Source: an optimization exercise on an open RTL-to-GDS flow (aim: small area). Production flows keep margins and buffers that such runs may drop.
At most, simulation tests tie the RTL to the original design; equivalence was not proved.
Only the layout flow was run in runs 1 and 2; the RTL was not checked for function there.
Power is estimated from default activity; no workload was simulated.

### flow/run.sh
#!/bin/bash
# synth_recipe.tcl (not shown) runs the flow's synth.tcl, then flattens the netlist and writes it again
# the make line also repeats each setting of config.mk as NAME=value (left out here)
make -C /OpenROAD-flow-scripts/flow DESIGN_CONFIG=/design/flow/config.mk WORK_HOME=/design/flow/orfs CLKGATE_MAP_FILE= SYNTH_SCRIPT=/design/flow/synth_recipe.tcl finish
### flow/config.mk
export PLATFORM = sky130hd
export DESIGN_NAME = four_channel_rate_limited_averager_top
export DESIGN_NICKNAME = four_channel_rate_limited_averager_top
export VERILOG_FILES = /design/flow/design.v
export SDC_FILE = /design/flow/constraint.sdc
export NUM_CORES = 4
export LEC_CHECK = 0
export CAP_MARGIN = 20
export CORE_MARGIN = 2
export CORE_UTILIZATION = 40
export SLEW_MARGIN = 20
### flow/constraint.sdc
create_clock -name core_clock -period 10.0 [get_ports {clk}]
set_input_delay 2.0000 -clock core_clock [delete_from_list [all_inputs] [get_ports {clk}]]
set_output_delay 2.0000 -clock core_clock [all_outputs]
set_load 0.01 [all_outputs]
### flow/design.v
package fcrla_pkg;
	localparam int MAX_SAMPLES = 4096;
	localparam int SAMPLE_BITS = 16;
	localparam int LANES       = 4;
	localparam int COUNT_W     = 13;
	localparam int TIME_W      = 32;
	localparam int IVAL_W      = 16;
	localparam int TALLY_W     = 13;
	localparam int SUM_W       = 28;
	localparam int IN_W        = 104;
	localparam int OUT_W       = 80;
	localparam logic [IVAL_W-1:0] EMIT_INTERVAL_RESET = IVAL_W'(1000);
	typedef enum logic [1:0] {
		ST_IDLE = 2'd0,
		ST_ACC  = 2'd1,
		ST_DIV  = 2'd2,
		ST_OUT  = 2'd3
	} state_t;
endpackage
module four_channel_rate_limited_averager_top (
	input  logic                          clk,
	input  logic                          arst_n,
	input  logic                          s_tvalid,
	output logic                          s_tready,
	input  logic [fcrla_pkg::IN_W-1:0]    s_tdata,
	input  logic [1:0]                    s_tuser,
	output logic                          m_tvalid,
	input  logic                          m_tready,
	output logic [fcrla_pkg::OUT_W-1:0]   m_tdata,
	input  logic                          cfg_we,
	input  logic [fcrla_pkg::IVAL_W-1:0]  cfg_data
);
	fcrla_pkg::state_t state_q;
	logic [5:0]  cnt_q;
	logic [15:0] ival_q;
	logic        stream_q;
	logic [31:0] last_q;
	logic        fresh_q;    
	logic        clrp_q;
	logic [11:0] w0h_q, w1h_q, w2h_q, w3h_q;
	logic        smp;
	logic        room;
	logic        need_acc;
	logic        accept;
	logic        hit;
	logic        acc_last;
	logic        shift;
	logic [15:0] pad;
	logic [27:0] acc;
	logic [27:0] dstep;
	logic [27:0] alu;
	logic [12:0] tally_inc;
	logic [5:0]  cnt_inc;
	assign smp      = (s_tuser == 2'd0) && stream_q && s_tdata[0];
	assign room     = !m_tdata[76];
	assign need_acc = smp && room;
	assign acc_last = (state_q == fcrla_pkg::ST_ACC) && (cnt_q[1:0] == 2'd3);
	assign s_tready = ((state_q == fcrla_pkg::ST_IDLE) && !need_acc) || acc_last;
	assign accept   = s_tvalid && s_tready;
	assign shift    = (state_q == fcrla_pkg::ST_ACC) || (state_q == fcrla_pkg::ST_DIV);
	always_comb begin
		logic [31:0] t;
		logic [15:0] e;
		logic [15:0] s;
		logic        c;
		logic        ch;
		logic        ge;
		logic        nl;
		logic        hz;
		t = s_tdata[32:1];
		c = 1'b1;
		for (int i = 0; i < 16; i++) begin
			nl   = !(last_q[i] && !fresh_q);
			e[i] = t[i] ^ nl ^ c;
			c    = (t[i] & nl) | (c & (t[i] ^ nl));
		end
		ch = 1'b0;
		for (int i = 0; i < 16; i++) begin
			nl   = !(last_q[16+i] && !fresh_q);
			s[i] = t[16+i] ^ nl ^ ch;
			ch   = (t[16+i] & nl) | (ch & (t[16+i] ^ nl));
		end
		ge = 1'b1;
		for (int i = 0; i < 16; i++) begin
			ge = (e[i] & !ival_q[i]) | (ge & (e[i] ^ !ival_q[i]));
		end
		hz  = c ? (&s) : !(|s);
		hit = !hz || ge;
	end
	always_comb begin
		case (cnt_q[1:0])
			2'd0:    pad = s_tdata[48:33];
			2'd1:    pad = s_tdata[64:49];
			2'd2:    pad = s_tdata[80:65];
			default: pad = s_tdata[96:81];
		endcase
	end
	always_comb begin
		logic [27:0] a;
		logic        c;
		logic        p;
		a = clrp_q ? 28'd0 : {w0h_q, m_tdata[15:0]};
		c = 1'b0;
		for (int i = 0; i < 16; i++) begin
			acc[i] = a[i] ^ pad[i] ^ c;
			c      = (a[i] & pad[i]) | (c & (a[i] ^ pad[i]));
		end
		p = 1'b1;
		for (int i = 16; i < 28; i++) begin
			acc[i] = a[i] ^ (c & p);
			p      = p & a[i];
		end
	end
	always_comb begin
		logic [12:0] tr;
		logic [12:0] d;
		logic        c;
		tr = {w0h_q, m_tdata[15]};
		c  = 1'b1;
		for (int i = 0; i < 13; i++) begin
			d[i] = tr[i] ^ !m_tdata[64+i] ^ c;
			c    = (tr[i] & !m_tdata[64+i]) | (c & (tr[i] ^ !m_tdata[64+i]));
		end
		dstep = {c ? d[11:0] : tr[11:0], m_tdata[14:0], c};
	end
	assign alu = (state_q == fcrla_pkg::ST_DIV) ? dstep : acc;
	always_ff @(posedge clk) begin
		if (shift) begin
			{w3h_q, m_tdata[63:48]} <= alu;
			{w2h_q, m_tdata[47:32]} <= {w3h_q, m_tdata[63:48]};
			{w1h_q, m_tdata[31:16]} <= {w2h_q, m_tdata[47:32]};
			{w0h_q, m_tdata[15:0]}  <= {w1h_q, m_tdata[31:16]};
		end
	end
	always_comb begin
		logic c;
		c = 1'b1;
		for (int i = 0; i < 13; i++) begin
			tally_inc[i] = m_tdata[64+i] ^ c;
			c            = m_tdata[64+i] & c;
		end
		c = 1'b1;
		for (int i = 0; i < 6; i++) begin
			cnt_inc[i] = cnt_q[i] ^ c;
			c          = cnt_q[i] & c;
		end
	end
	always_ff @(posedge clk) begin
		cnt_q <= '0;
		if ((state_q == fcrla_pkg::ST_ACC) && !acc_last) begin
			cnt_q <= cnt_inc;
		end
		if (state_q == fcrla_pkg::ST_DIV) begin
			cnt_q <= cnt_inc;
		end
	end
	always_ff @(posedge clk or negedge arst_n) begin
		if (!arst_n) begin
			state_q <= fcrla_pkg::ST_IDLE;
		end else begin
			unique case (state_q)
				fcrla_pkg::ST_IDLE: begin
					if (s_tvalid && need_acc) begin
						state_q <= fcrla_pkg::ST_ACC;
					end else if (accept && smp && hit) begin
						state_q <= fcrla_pkg::ST_DIV;
					end
				end
				fcrla_pkg::ST_ACC: begin
					if (acc_last) begin
						state_q <= hit ? fcrla_pkg::ST_DIV : fcrla_pkg::ST_IDLE;
					end
				end
				fcrla_pkg::ST_DIV: begin
					if (cnt_q == 6'd63) begin
						state_q <= fcrla_pkg::ST_OUT;
					end
				end
				default: begin
					if (m_tready) begin
						state_q <= fcrla_pkg::ST_IDLE;
					end
				end
			endcase
		end
	end
	always_ff @(posedge clk or negedge arst_n) begin
		if (!arst_n) begin
			ival_q <= fcrla_pkg::EMIT_INTERVAL_RESET;
		end else if (cfg_we) begin
			ival_q <= cfg_data;
		end
	end
	always_ff @(posedge clk or negedge arst_n) begin
		if (!arst_n) begin
			stream_q <= 1'b0;
			fresh_q  <= 1'b1;
			m_tdata[76:64] <= '0;
			clrp_q   <= 1'b1;
		end else if ((state_q == fcrla_pkg::ST_OUT) && m_tready) begin
			m_tdata[76:64] <= '0;
			clrp_q  <= 1'b1;
		end else if (accept) begin
			unique case (s_tuser)
				2'd1: begin
					stream_q <= 1'b1;
					m_tdata[76:64] <= '0;
					clrp_q   <= 1'b1;
				end
				2'd2: stream_q <= 1'b0;
				2'd0: begin
					if (smp) begin
						if (room) begin
							m_tdata[76:64] <= tally_inc;
							clrp_q  <= 1'b0;
						end
						if (hit) begin
							fresh_q <= 1'b0;
						end
					end
				end
				default: ;
			endcase
		end
	end
	always_ff @(posedge clk) begin
		if (accept && smp && hit) begin
			last_q <= s_tdata[32:1];
		end
	end
	assign m_tvalid = (state_q == fcrla_pkg::ST_OUT);
	assign m_tdata[79:77] = 3'b000;
endmodule
==> results of run 1 <==
power by group through the flow:
| stage | clock network (µW) | logic, µW | registers (µW) |
|---|---|---|---|
| after CTS | 683 | 1670 | 1500 |
| after global placement | 0 | 1600 | 1490 |
| after global routing | 714 | 1850 | 1530 |
| after floorplan | 0 | 875 | 1560 |
| after detailed placement | 0 | 1640 | 1510 |
| final | 668 | 1670 | 1490 |
cell families (layout without fill, tap and decap cells):
family | after synthesis | after routing | synth area share (%)
AO/OA/AOI/OAI | 115 | 115 | 9.15
XOR/XNOR | 14 | 14 | 1.32
adder cells (fa/ha/maj) | 102 | 102 | 18.2
buffers and inverters | 90 | 314 | 3.80
flip-flops | 184 | 184 | 57.1
multiplexers | 22 | 22 | 2.57
other | 1 | 3 | 0.0404
AND/OR/NAND/NOR | 151 | 151 | 7.83
final cells by class:
| class | count | share of cell area [%] |
|---|---|---|
| tap | 285 | 2.87 |
| inverter | 62 | 1.87 |
| multi-input combinational | 407 | 30.2 |
| sequential | 184 | 42.7 |
| clock inverter | 15 | 1.25 |
| timing repair buffer | 220 | 17.7 |
| clock buffer | 17 | 3.42 |
state kept, by name, summed over array words and instances, names as in the netlist:
name,flops
m_tdata,77
last_q,32
ival_q,16
w0h_q,12
w1h_q,12
w2h_q,12
w3h_q,12
cnt_q,6
state_q,2
clrp_q,1
fresh_q,1
stream_q,1
through the flow:
step                total power (µW)  instance area, µm²  TNS (ns)
finish                          3830               12400         0
global route                    4100               12400         0
CTS                             3850               12400         0
detailed placement              3150               11700    -32.79
global placement                3090               11700    -28.78
floorplan                       2440                9340         0
worst min path at each step:
stage                               endpoint  depth (start not counted)               start
after floorplan           w0h_q[0]$_DFFE_PN_                          0  w1h_q[0]$_DFFE_PN_
after global placement    w2h_q[4]$_DFFE_PN_                          0  w3h_q[4]$_DFFE_PN_
after detailed placement  w1h_q[5]$_DFFE_PN_                          0  w2h_q[5]$_DFFE_PN_
after CTS                 w1h_q[2]$_DFFE_PN_                          0  w2h_q[2]$_DFFE_PN_
after global routing      w2h_q[7]$_DFFE_PN_                          0  w3h_q[7]$_DFFE_PN_
final                     w1h_q[2]$_DFFE_PN_                          0  w2h_q[2]$_DFFE_PN_
per-layer routing:
metal / up-vias / track usage, % / share of wire [%] / wire [µm]
met1: 3063 / 23.9 / 42 / 9320
met3: 30 / 3.71 / 3.6 / 794
met2: 135 / 31.7 / 52 / 11400
li1: 2860 / - / - / -
met5: - / 0 / 0 / 0
met4: 0 / 5.59 / 1.9 / 409
placed cells by master, fill, tap and decap left out, types with 5 or more instances in the layout:
master and count:
o21ai_1 25, a222oi_1 16, buf_4 18, nor2b_1 7
o211ai_1 10, clkbuf_16 17, nand2_1 86, o21ai_0 18
fa_2 29, clkdlybuf4s50_1 198, dfxtp_1 6, nand2b_1 16
dfrtp_1 26, nand3_1 7, edfxtp_1 144, a21o_1 5
a21oi_1 6, inv_6 6, mux2i_1 16, ha_1 44
fa_1 26, inv_1 59, dfstp_2 8, nor2_1 13
mux2_2 5, a22o_1 11, xnor2_1 11
timing repair:
| action | CTS | global route |
|---|---|---|
| gates resized for setup | 15 | 7 |
| setup endpoints to repair | 43 | 41 |
| pin swaps | 5 | 13 |
| buffers inserted | 1 | 0 |
| hold buffers | 0 | 0 |
critical path, delay by kind of cell:
kind | cells | cell delay [ns]
xor gates and xnor gates | 1 | 0.17
and+or+nand+nor | 4 | 0.64
buffers and inverters | 3 | 0.72
adders and majority gates | 16 | 5.95
AOI/OAI and AO/OA | 3 | 0.42
==> impl_metrics.csv, run 1 <==
group,metric,value,unit
setup_path,critical_path.most_common_cell,"fa_2",
synth,ys_top_cells_by_count,"edfxtp_1 (144), nand2_1 (86), inv_1 (59)",
cts,cts_made_buffers,17,
cts,cts_tree,"built",
pwr,pwr-share-comb,43.6,%
setup_path,timing.reg2reg.worst_path_depth,24,
cts,cts-root-buf,"clkbuf_16",
layout,syn_to_final_growth,33.8,%
timing,period_needed,9.78,ns
floorplanning,start_util,40.9,%
detailed_routing,drc_errors,0,
pwr,share_clk_of_total_power,17.5,%
setup_path,critPathSlowestCell,"clkdlybuf4s50_1",
layout,footprint_of_the_multi_input_gates,0.00375,mm²
global_route,wire_length_of_the_first_global_routing_pass,34500,µm
synth,synth_top_cell_area_share,46.6,%
status,outcome,"timing/DRC/antenna clean",
global_route,grt_pass1_vias,6490,
setup_path,crit-reg2reg-capture,"state_q[1]$_DFFE_PN0P_",
synth,syn-instance-count,679,
pwr,swShare,36.4,%
timing,worst_slew_margin_rel,36.2,%
layout,final_cell_count_no_fill,1190,
placement,numPortBuffers,198,
setup_path,setup.reg_to_reg.worst_slack,1.34,ns
timing,fin_worst_hold_slack,0.423,ns
floorplanning,die_w,156,µm
global_route,globalRouteTotalUtil,18.5,%
floorplanning,core,0.0227,mm²
floorplanning,placement_rows,55,
flow_run,drv_cap,0,
cts,htree_levels,4,
global_route,grt_start_max_net_pins,86,
cts,worstSkewPairLatency,0.43,ns
pwr,ir_worst_vdd,0.000187,V
global_route,global_route.overflow_total,0,
cts,cts.sinks,184,
layout,ff_latch_area,0.00531,mm²
detailed_routing,post_drt_via_cell_ratio,5.12,
synth,synth_edf_count,144,
setup_path,max_stage_delay,0.50,ns
floorplanning,die_height,156,µm
placement,placedCellCount,1156,
floorplanning,die-area,0.0245,mm²
layout,antenna_cells_inserted,0,
pwr,power-per-cell-area,308,mW/mm²
detailed_routing,wl_per_cell,18.5,µm
timing,grt_setup_unrepaired,"no",
timing,timing.final.setup_violations,0,
layout,nNetsFinal,1121,
timing,worst_margin_slew,0.957,ns
synth,yosys_warnings,2,
setup_path,worst_path_fanout_max,2,
setup_path,cp.arrival,9.91,ns
global_route,antenna_found_initial,0,
cts,clock_transition_time_at_the_flip_flop_clock_pins_of_the_worst_setup_and_hold_paths,0.07,ns
pwr,static_leak,0.00472,µW
timing,layout_worst_path_cycle_share,97.8,%
synth,yosys.area.top_type,"edfxtp_1",
detailed_routing,firstDrtPassIters,6,
detailed_routing,via_count,6088,
setup_path,worst_ep_required_time,10.14,ns
placement,dp_hpwl,16400,µm
timing,hold_viol_final,0,
pwr,netSwitchingPower,1390,µW
timing,post-route-worst-setup-slack,0.222,ns
layout,nFillCells,1885,
pwr,intPower,2430,µW
pwr,power.sequential.fraction,39.0,%
timing,timing.clock.skew,0.0126,ns
synth,postSynth.topFlopCell,"edfxtp_1",
synth,synth.cell_area,0.00929,mm²
layout,layout.core_utilization,54.7,%
timing,achievable-frequency,0.102,GHz
placement,place_worst_setup_slack,-0.979,ns
layout,final_layout_size_suffix_gt1_share,12.8,%
setup_path,worst_setup_path_start_kind,"input port",
detailed_routing,ant_nets,0,
detailed_routing,drt_first_iter_violations,503,
synth,post_synthesis_mean_instance_area,13.7,µm²
worst_hold_path,worstHoldPathType,"flip-flop to flip-flop",
setup_path,path_class,"input port to flip-flop",
setup_path,setup.worst_path.end,"w3h_q[8]$_DFFE_PN_",
synth,synth.most_common_cell,"edfxtp_1",
setup_path,crit_path_start,"s_tdata[65]",
cts,max-clock-path-buffers,2,
synth,async_flop_share,18.5,%
placement,place_congestion,0.887,
setup_path,timing.rr.start,"fresh_q$_DFFE_PN1P_",
synth,synth_cell_type_count,62,
detailed_routing,routed_wl,22000,µm
setup_path,critical_path.endpoint_type,"flip-flop",
floorplanning,top_level_ports,209,
synth,seq_area_frac_synth,57.1,%
synth,synth_seq_cells,184,
synth,synth_area_leaders,"edfxtp_1 (47%), fa_1 (12%), dfrtp_1 (7.0%)",
timing,number_of_max_slew_violations_in_the_final_report,0,
==> run 2, diff against run 1 <==
==> flow/flow/run.sh (new file) <==
#!/bin/bash
# The standard layout, with the port buffers made of the smallest buffer cell
# instead of the default choice. Every port still gets its own buffer.
set -euo pipefail
bash standard.sh BUFFER_PORTS_ARGS="-buffer_cell sky130_fd_sc_hd__buf_1" finish > make_finish.log 2>&1
==> flow/standard.sh (new file) <==
#!/bin/bash
# synth_recipe.tcl (not shown) runs the flow's synth.tcl, then flattens the netlist and writes it again
# the make line also repeats each setting of config.mk as NAME=value (left out here)
make -C /OpenROAD-flow-scripts/flow DESIGN_CONFIG=/design/flow/config.mk WORK_HOME=/design/flow/orfs CLKGATE_MAP_FILE= SYNTH_SCRIPT=/design/flow/synth_recipe.tcl "${@:-finish}"
removed: flow/run.sh
==> impl_metrics.csv, run 2 <==
group,metric,value,unit
cts,cts_tree,"built",
detailed_routing,ant_nets,0,
cts,cts-root-buf,"clkbuf_16",
layout,largest_registers,"m_tdata (77), last_q (32), ival_q (16)",
synth,synth_edf_count,144,
placement,placedCellCount,1155,
synth,synth_top_cell_area_share,46.6,%
synth,synth.cell_area,0.00929,mm²
timing,timing.final.setup_violations,0,
synth,async_flop_share,18.5,%
global_route,met2_global_route_usage,26.6,%
synth,ys_top_cells_by_count,"edfxtp_1 (144), nand2_1 (86), inv_1 (59)",
detailed_routing,routed_wl,19900,µm
floorplanning,placement_rows,55,
timing,worst_margin_slew,1.06,ns
detailed_routing,post_drt_via_cell_ratio,5.04,
global_route,globalRoute.busiestLayer,"met2",
detailed_routing,drt_first_iter_violations,433,
timing,timing.clock.skew,0.0162,ns
layout,layout.cells.most_common,"buf_1",
status,outcome,"timing/DRC/antenna clean",
layout,antenna_cells_inserted,0,
floorplanning,start_util,40.9,%
floorplanning,die_height,156,µm
global_route,global_route.overflow_total,0,
timing,worst_slew_margin_rel,29.3,%
worst_hold_path,worstHoldPathType,"flip-flop to flip-flop",
cts,worstSkewPairLatency,0.44,ns
cts,cts.sinks,184,
timing,period_needed,9.65,ns
cts,max-clock-path-buffers,2,
setup_path,worst_path_fanout_max,3,
timing,layout_worst_path_cycle_share,96.5,%
synth,synth.most_common_cell,"edfxtp_1",
setup_path,setup.worst_path.end,"w3h_q[11]$_DFFE_PN_",
floorplanning,die_w,156,µm
placement,numPortBuffers,198,
floorplanning,die-area,0.0245,mm²
timing,totalNegativeSetupSlack,0,ns
setup_path,cp.arrival,9.81,ns
cts,clock_transition_time_at_the_flip_flop_clock_pins_of_the_worst_setup_and_hold_paths,0.07,ns
layout,layout.cells.most_common_list,"buf_1 (197), edfxtp_1 (144), nand2_1 (86), inv_1 (59), ha_1 (45)",
setup_path,worst_setup_path_start_kind,"input port",
synth,postSynth.topFlopCell,"edfxtp_1",
floorplanning,core,0.0227,mm²
layout,largest_reg_flops,77,
setup_path,timing.rr.start,"fresh_q$_DFFE_PN1P_",
timing,hold_viol_final,0,
timing,number_of_max_slew_violations_in_the_final_report,0,
layout,largest_register,"m_tdata",
detailed_routing,via_count,5993,
layout,final_layout_size_suffix_gt1_share,11.4,%
synth,post_synthesis_mean_instance_area,13.7,µm²
placement,dp_hpwl,14700,µm
synth,seq_area_frac_synth,57.1,%
synth,syn-instance-count,679,
global_route,grt.met1_usage,22.5,%
pwr,static_leak,0.00417,µW
global_route,antenna_found_initial,0,
synth,yosys.area.top_type,"edfxtp_1",
global_route,grt.met3_usage,3.82,%
cts,htree_levels,4,
cts,cts_made_buffers,17,
flow_run,drv_cap,0,
detailed_routing,wl_per_cell,16.7,µm
detailed_routing,firstDrtPassIters,6,
synth,yosys_warnings,2,
global_route,globalRouteTotalUtil,16.6,%
placement,place_congestion,0.800,
synth,synth_area_leaders,"edfxtp_1 (47%), fa_1 (12%), dfrtp_1 (7.0%)",
detailed_routing,drc_errors,0,
synth,synth_cell_type_count,62,
setup_path,worst_ep_required_time,10.16,ns
layout,final_cell_count_no_fill,1188,
pwr,power-per-cell-area,319,mW/mm²
global_route,grt_pass1_vias,5942,
floorplanning,top_level_ports,209,
synth,synth_seq_cells,184,
timing,achievable-frequency,0.104,GHz
global_route,grt_start_max_net_pins,85,
layout,nNetsFinal,1119,
setup_path,critical_path.endpoint_type,"flip-flop",
setup_path,timing.reg2reg.worst_path_depth,23,
setup_path,crit-reg2reg-capture,"last_q[21]$_DFFE_PP_",
global_route,wire_length_of_the_first_global_routing_pass,31000,µm
setup_path,crit_path_start,"s_tdata[33]",
layout,syn_to_final_growth,19.7,%
setup_path,path_class,"input port to flip-flop",
pwr,ir_worst_vdd,0.000167,V
setup_path,setup.reg_to_reg.worst_slack,1.16,ns
run 2: cell counts after synthesis:
No cell type changed its count.
run 2: stage by stage:
stage          utilization (%)  setup WS, ns  power (µW)  hold WS, ns  instance area, µm²
2_1_floorplan                -        0.0185        2440        0.400                9340
3_3_place_gp              46.3        -0.507        2880        0.401               10500
3_5_place_dp              46.3        -0.553        2910        0.405               10500
4_1_cts                   48.8        0.0204        3590        0.415               11100
5_1_grt                   49.0      -0.00417        3810        0.430               11100
6_report                  49.0         0.348        3550        0.417               11100
run 2: what timing repair did:
item | in CTS | in global routing
setup endpoints to repair | 3 | 38
setup buffers | 0 | 1
pin swaps | 1 | 2
hold buffers | 0 | 0
resized for setup | 0 | 10
run 2: critical path, stage by stage:
cell and delay [ns]:
buf_1 0.11, a222oi_1 0.10, a21oi_1 0.18, ha_1 0.18, inv_1 0.06, fa_2 0.37, fa_2 0.40, fa_2 0.41
fa_2 0.40, fa_2 0.40, fa_2 0.42, fa_2 0.42, fa_2 0.41, fa_2 0.43, fa_2 0.42, fa_2 0.41
fa_2 0.40, fa_2 0.41, fa_2 0.41, fa_2 0.40, and4b_2 0.33, nand4_4 0.12, nor4_4 0.26, nand3_1 0.14
xor2_1 0.14, o21ai_1 0.07
run 2: kinds of logic (layout without fill, tap and decap cells):
kind of cell	count (synthesis)	count (layout)	share of synthesized area (%)
flip-flops	184	184	57.1
AO/OA/AOI/OAI	115	115	9.15
other	1	3	0.0404
multiplexers	22	22	2.57
AND/OR/NAND/NOR	151	151	7.83
adder cells (fa/ha/maj)	102	102	18.2
XOR/XNOR	14	14	1.32
buffers and inverters	90	312	3.80
run 2: worst min path at each step:
stage / from / endpoint / slack (ns) / cells after the start
floorplan: w1h_q[0]$_DFFE_PN_ / w0h_q[0]$_DFFE_PN_ / 0.40 / 0
global placement: w3h_q[5]$_DFFE_PN_ / w2h_q[5]$_DFFE_PN_ / 0.40 / 0
detailed placement: w2h_q[9]$_DFFE_PN_ / w1h_q[9]$_DFFE_PN_ / 0.40 / 0
CTS: w2h_q[9]$_DFFE_PN_ / w1h_q[9]$_DFFE_PN_ / 0.42 / 0
global route: w2h_q[9]$_DFFE_PN_ / w1h_q[9]$_DFFE_PN_ / 0.43 / 0
finish: w2h_q[9]$_DFFE_PN_ / w1h_q[9]$_DFFE_PN_ / 0.42 / 0
run 2: per-layer routing:
metal | share of wire (%) | vias up | wire [µm]
met5 | 0 | - | 0
li1 | - | 2853 | -
met2 | 49 | 131 | 9800
met4 | 1.4 | 0 | 274
met3 | 4.2 | 23 | 843
met1 | 45 | 2986 | 8970
run 2: where the power goes:
group / switching, µW / internal, µW
Clock: 312 / 351
Combinational: 861 / 513
Sequential: 176 / 1330
run 2: final cells by class:
class / count / area, µm²
Fill cell: 2061 / 11600
Sequential cell: 184 / 5310
Multi-Input combinational cell: 407 / 3730
Timing Repair Buffer: 218 / 932
Clock buffer: 18 / 429
Tap cell: 285 / 357
Inverter: 62 / 233
Clock inverter: 14 / 140
==> run 3, diff against run 2 <==
--- a/flow/design.v
+++ b/flow/design.v
@@ -60,32 +60,23 @@
 	assign shift    = (state_q == fcrla_pkg::ST_ACC) || (state_q == fcrla_pkg::ST_DIV);
 	always_comb begin
 		logic [31:0] t;
-		logic [15:0] e;
-		logic [15:0] s;
+		logic [31:0] e;
 		logic        c;
-		logic        ch;
-		logic        ge;
+		logic        hi;
 		logic        nl;
-		logic        hz;
 		t = s_tdata[32:1];
 		c = 1'b1;
-		for (int i = 0; i < 16; i++) begin
+		for (int i = 0; i < 32; i++) begin
 			nl   = !(last_q[i] && !fresh_q);
 			e[i] = t[i] ^ nl ^ c;
 			c    = (t[i] & nl) | (c & (t[i] ^ nl));
 		end
-		ch = 1'b0;
+		c = 1'b1;
 		for (int i = 0; i < 16; i++) begin
-			nl   = !(last_q[16+i] && !fresh_q);
-			s[i] = t[16+i] ^ nl ^ ch;
-			ch   = (t[16+i] & nl) | (ch & (t[16+i] ^ nl));
-		end
-		ge = 1'b1;
-		for (int i = 0; i < 16; i++) begin
-			ge = (e[i] & !ival_q[i]) | (ge & (e[i] ^ !ival_q[i]));
-		end
-		hz  = c ? (&s) : !(|s);
-		hit = !hz || ge;
+			c = (e[i] & !ival_q[i]) | (c & (e[i] ^ !ival_q[i]));
+		end
+		hi  = |e[31:16];
+		hit = hi || c;
 	end
 	always_comb begin
 		case (cnt_q[1:0])
@@ -98,17 +89,15 @@
 	always_comb begin
 		logic [27:0] a;
 		logic        c;
-		logic        p;
 		a = clrp_q ? 28'd0 : {w0h_q, m_tdata[15:0]};
 		c = 1'b0;
 		for (int i = 0; i < 16; i++) begin
 			acc[i] = a[i] ^ pad[i] ^ c;
 			c      = (a[i] & pad[i]) | (c & (a[i] ^ pad[i]));
 		end
-		p = 1'b1;
 		for (int i = 16; i < 28; i++) begin
-			acc[i] = a[i] ^ (c & p);
-			p      = p & a[i];
+			acc[i] = a[i] ^ c;
+			c      = a[i] & c;
 		end
 	end
 	always_comb begin
==> flow/run.sh (new file) <==
#!/bin/bash
# synth_recipe.tcl (not shown) runs the flow's synth.tcl, then flattens the netlist and writes it again
# the make line also repeats each setting of config.mk as NAME=value (left out here)
make -C /OpenROAD-flow-scripts/flow DESIGN_CONFIG=/design/flow/config.mk WORK_HOME=/design/flow/orfs CLKGATE_MAP_FILE= SYNTH_SCRIPT=/design/flow/synth_recipe.tcl finish
removed: flow/flow/run.sh
removed: flow/standard.sh
==> impl_metrics.csv, run 3 <==
group,metric,value,unit
detailed_routing,drt_first_iter_violations,434,
setup_path,cp.arrival,12.63,ns
worst_hold_path,worstHoldPathType,"flip-flop to flip-flop",
synth,synth.most_common_cell,"edfxtp_1",
setup_path,critical_path.endpoint_type,"flip-flop",
layout,layout.core_utilization,55.9,%
setup_path,path_class,"input port to flip-flop",
floorplanning,core,0.0227,mm²
setup_path,setup.reg_to_reg.worst_slack,-1.18,ns
global_route,grt_start_max_net_pins,90,
synth,synth.cell_area,0.00926,mm²
synth,synth_compound_gate_area_share,8.15,%
synth,post_synthesis_mean_instance_area,13.6,µm²
worst_hold_path,timing.hold.worst.start,"w1h_q[8]$_DFFE_PN_",
floorplanning,placement_rows,55,
floorplanning,die_height,156,µm
synth,yosys_warnings,2,
global_route,global_route.overflow_total,0,
setup_path,timing.reg2reg.worst_path_depth,41,
synth,synthXorXnorAreaFrac,0.378,%
setup_path,worst_path_fanout_max,3,
global_route,grt_pass1_vias,6371,
synth,synthMuxAreaShare,2.57,%
synth,async_flop_share,18.5,%
setup_path,max_stage_delay,0.54,ns
cts,worstSkewPairLatency,0.43,ns
worst_hold_path,min_delay_path_depth,0,
floorplanning,start_util,40.8,%
setup_path,timing.rr.start,"fresh_q$_DFFE_PN1P_",
timing,grt_setup_unrepaired,"yes",
layout,layout.cells.most_common_list,"clkdlybuf4s50_1 (188), edfxtp_1 (144), nand2_1 (72), inv_1 (65), o21ai_0 (50)",
flow_run,drv_cap,0,
synth,postSynth.topFlopCell,"edfxtp_1",
synth,main_combinational_cell_family_by_area_after_synthesis,"adder cells",
synth,yosys.area.top_type,"edfxtp_1",
synth,synth_adder_area_share,19.7,%
cts,cts_tree,"built",
floorplanning,die-area,0.0244,mm²
floorplanning,die_w,156,µm
pwr,power-per-cell-area,253,mW/mm²
layout,largest_registers,"m_tdata (77), last_q (32), ival_q (16)",
cts,cts_made_buffers,17,
timing,period_needed,12.32,ns
timing,layout_worst_path_cycle_share,123,%
cts,cts.sinks,184,
synth,synth_simple_gate_area_share,7.76,%
placement,place_worst_setup_slack,-3.64,ns
timing,worst_slew_margin_rel,34.6,%
timing,achievable-frequency,0.0812,GHz
detailed_routing,firstDrtPassIters,6,
timing,hold_viol_final,0,
timing,timing.final.setup_violations,35,
status,outcome,"finished with violations",
setup_path,critical_path.most_common_cell,"fa_2",
layout,largest_register,"m_tdata",
setup_path,worst_ep_required_time,10.31,ns
timing,worst_margin_slew,0.978,ns
layout,final_layout_size_suffix_gt1_share,17.8,%
layout,nNetsFinal,1138,
cts,htree_levels,4,
synth,synth_area_leaders,"edfxtp_1 (47%), fa_1 (12%), ha_1 (7.6%)",
placement,dp_hpwl,15900,µm
global_route,antenna_found_initial,1,
timing,post-route-worst-setup-slack,-2.32,ns
detailed_routing,drc_errors,0,
detailed_routing,wl_per_cell,18.1,µm
synth,synth_top_cell_area_share,46.7,%
timing,number_of_max_slew_violations_in_the_final_report,0,
layout,final_cell_count_no_fill,1198,
layout,syn_to_final_growth,37.2,%
detailed_routing,routed_wl,21700,µm
cts,clock_transition_time_at_the_flip_flop_clock_pins_of_the_worst_setup_and_hold_paths,0.07,ns
status,failed_layout_checks,"setup timing",
global_route,wire_length_of_the_first_global_routing_pass,33900,µm
detailed_routing,via_count,6055,
synth,synth_edf_count,144,
placement,placedCellCount,1155,
synth,synth_seq_cells,184,
timing,timing.clock.skew,0.0114,ns
synth,syn-instance-count,680,
layout,largest_reg_flops,77,
cts,cts_hold_repair.buffers,0,
placement,place_congestion,0.919,
setup_path,crit-reg2reg-capture,"state_q[0]$_DFFE_PN0P_",
layout,layout.cells.most_common,"clkdlybuf4s50_1",
floorplanning,top_level_ports,209,
global_route,globalRouteTotalUtil,18.2,%
setup_path,critPathSlowestCell,"fa_1",
placement,numPortBuffers,198,
cts,cts-root-buf,"clkbuf_16",
timing,totalNegativeSetupSlack,-78.49,ns
synth,ys_top_cells_by_count,"edfxtp_1 (144), inv_1 (72), nand2_1 (72)",
synth,seq_area_frac_synth,57.3,%
cts,max-clock-path-buffers,2,
detailed_routing,ant_nets,0,
worst_hold_path,hold-path-endpoint,"w0h_q[8]$_DFFE_PN_",
setup_path,worst_setup_path_start_kind,"input port",
detailed_routing,post_drt_via_cell_ratio,5.05,
synth,synth_cell_type_count,51,
pwr,ir_worst_vdd,0.000201,V
pwr,static_leak,0.00494,µW
## run 3: changes by cell type after synthesis, moves of 5 or more
cell | previous run | this run
xnor2_1 | 11 | 4
inv_1 | 59 | 72
mux2i_1 | 16 | 8
mux2_2 | 5 | 14
o21ai_0 | 18 | 51
nor2_1 | 14 | 19
nor2b_1 | 7 | 23
o211ai_1 | 10 | 1
ha_1 | 47 | 56
nand2_1 | 86 | 72
o21ai_1 | 25 | 1
## run 3: cells by family after synthesis
kind of cell    count (synthesis)
compound gates                108
buf+inv                        98
fa+ha+maj                     112
flops                         184
mux                            22
simple gates                  151
other cells                     1
xor+xnor                        4
## run 3: critical path: cells and delay by family
kind                     cells  cell delay [ns]
AO/OA/AOI/OAI                1             0.23
buffers and inverters        8             0.56
AND/OR/NAND/NOR              4             0.89
adder cells (fa/ha/maj)     31             8.91
## run 3: final cells by class
type | count | area, µm²
flip-flops and latches | 184 | 5310
clock buffers | 19 | 433
well taps | 285 | 357
inverters | 72 | 285
repair buffers | 223 | 2260
diodes | 1 | 2.50
clock inverters | 13 | 125
multi-input cells | 401 | 3930
fillers | 1828 | 10000
## run 3: worst max path at each step
stage               startpoint                      to  slack, ns  cells after the start
finish              s_tdata[1]  state_q[0]$_DFFE_PN0P_      -2.32                     44
global placement    s_tdata[1]     last_q[6]$_DFFE_PP_      -3.44                     43
global route        s_tdata[1]  state_q[0]$_DFFE_PN0P_      -2.67                     44
detailed placement  s_tdata[1]    last_q[22]$_DFFE_PP_      -3.64                     43
floorplan           s_tdata[1]     last_q[0]$_DFFE_PP_      -2.37                     41
CTS                 s_tdata[1]  state_q[0]$_DFFE_PN0P_      -2.55                     44
## run 3: report_power, final
| group | switching (µW) | total [µW] | internal (µW) |
|---|---|---|---|
| Combinational | 625 | 1140 | 514 |
| Sequential | 148 | 1430 | 1280 |
| Clock | 297 | 642 | 346 |
## run 3: per-layer routing
layer,share of wire [%],vias to the layer above,GRT usage [%]
met5,0,-,0
met4,2.3,0,6.64
met3,4.5,30,3.69
met2,50,168,30.1
met1,43,3028,23.8
li1,-,2829,-
## run 3: per-stage QoR
stage	instance area, µm²	hold WS (ns)	total power (µW)
2_1_floorplan	9410	0.400	2000
3_3_place_gp	11800	0.401	2530
3_5_place_dp	11800	0.405	2570
4_1_cts	12600	0.420	3240
5_1_grt	12700	0.423	3410
6_report	12700	0.416	3210
## run 3: what timing repair did
action,in CTS,in global routing
gates cloned,2,1
pin swaps,58,42
buffers inserted,7,0
setup endpoints to repair,40,38
resized for setup,53,21

[port drivers added, routing unchanged]
The flow's constraints put no driver on any port. The routed layouts listed below were extracted and timed again, unchanged, in two steps.
Step 1: set_driving_cell puts a clkbuf_16 on clk and a buf_2 on each other input, an assumption about the parent block.
Step 2, shift: input delay + t, output delay - t, t = (earliest + latest rising clock arrival at the registers) / 2. This alone moves slack from input paths to output paths.
Three values: no drivers, after step 1, after step 2; two values: the first two.
run	t (ns)	slack for setup (ns)	latest minus earliest clock arrival (ns)	worst slew at a driven data input, ns	cell pins on the clock port's net
run 1	0.473	0.222 / 0.245 / -0.227	0.014 / 0.013	0.05	1
run 2	0.477	0.348 / 0.357 / -0.120	0.017 / 0.017	0.05	1
run 3	0.471	-2.321 / -2.320 / -2.791	0.016 / 0.015	0.06	1
Met with ideal ports but missed after step 2: setup timing in run 1 and run 2. For run 3, which loses most, drivers alone change the setup slack by +0.001 ns; drivers and shift together by -0.470 ns.
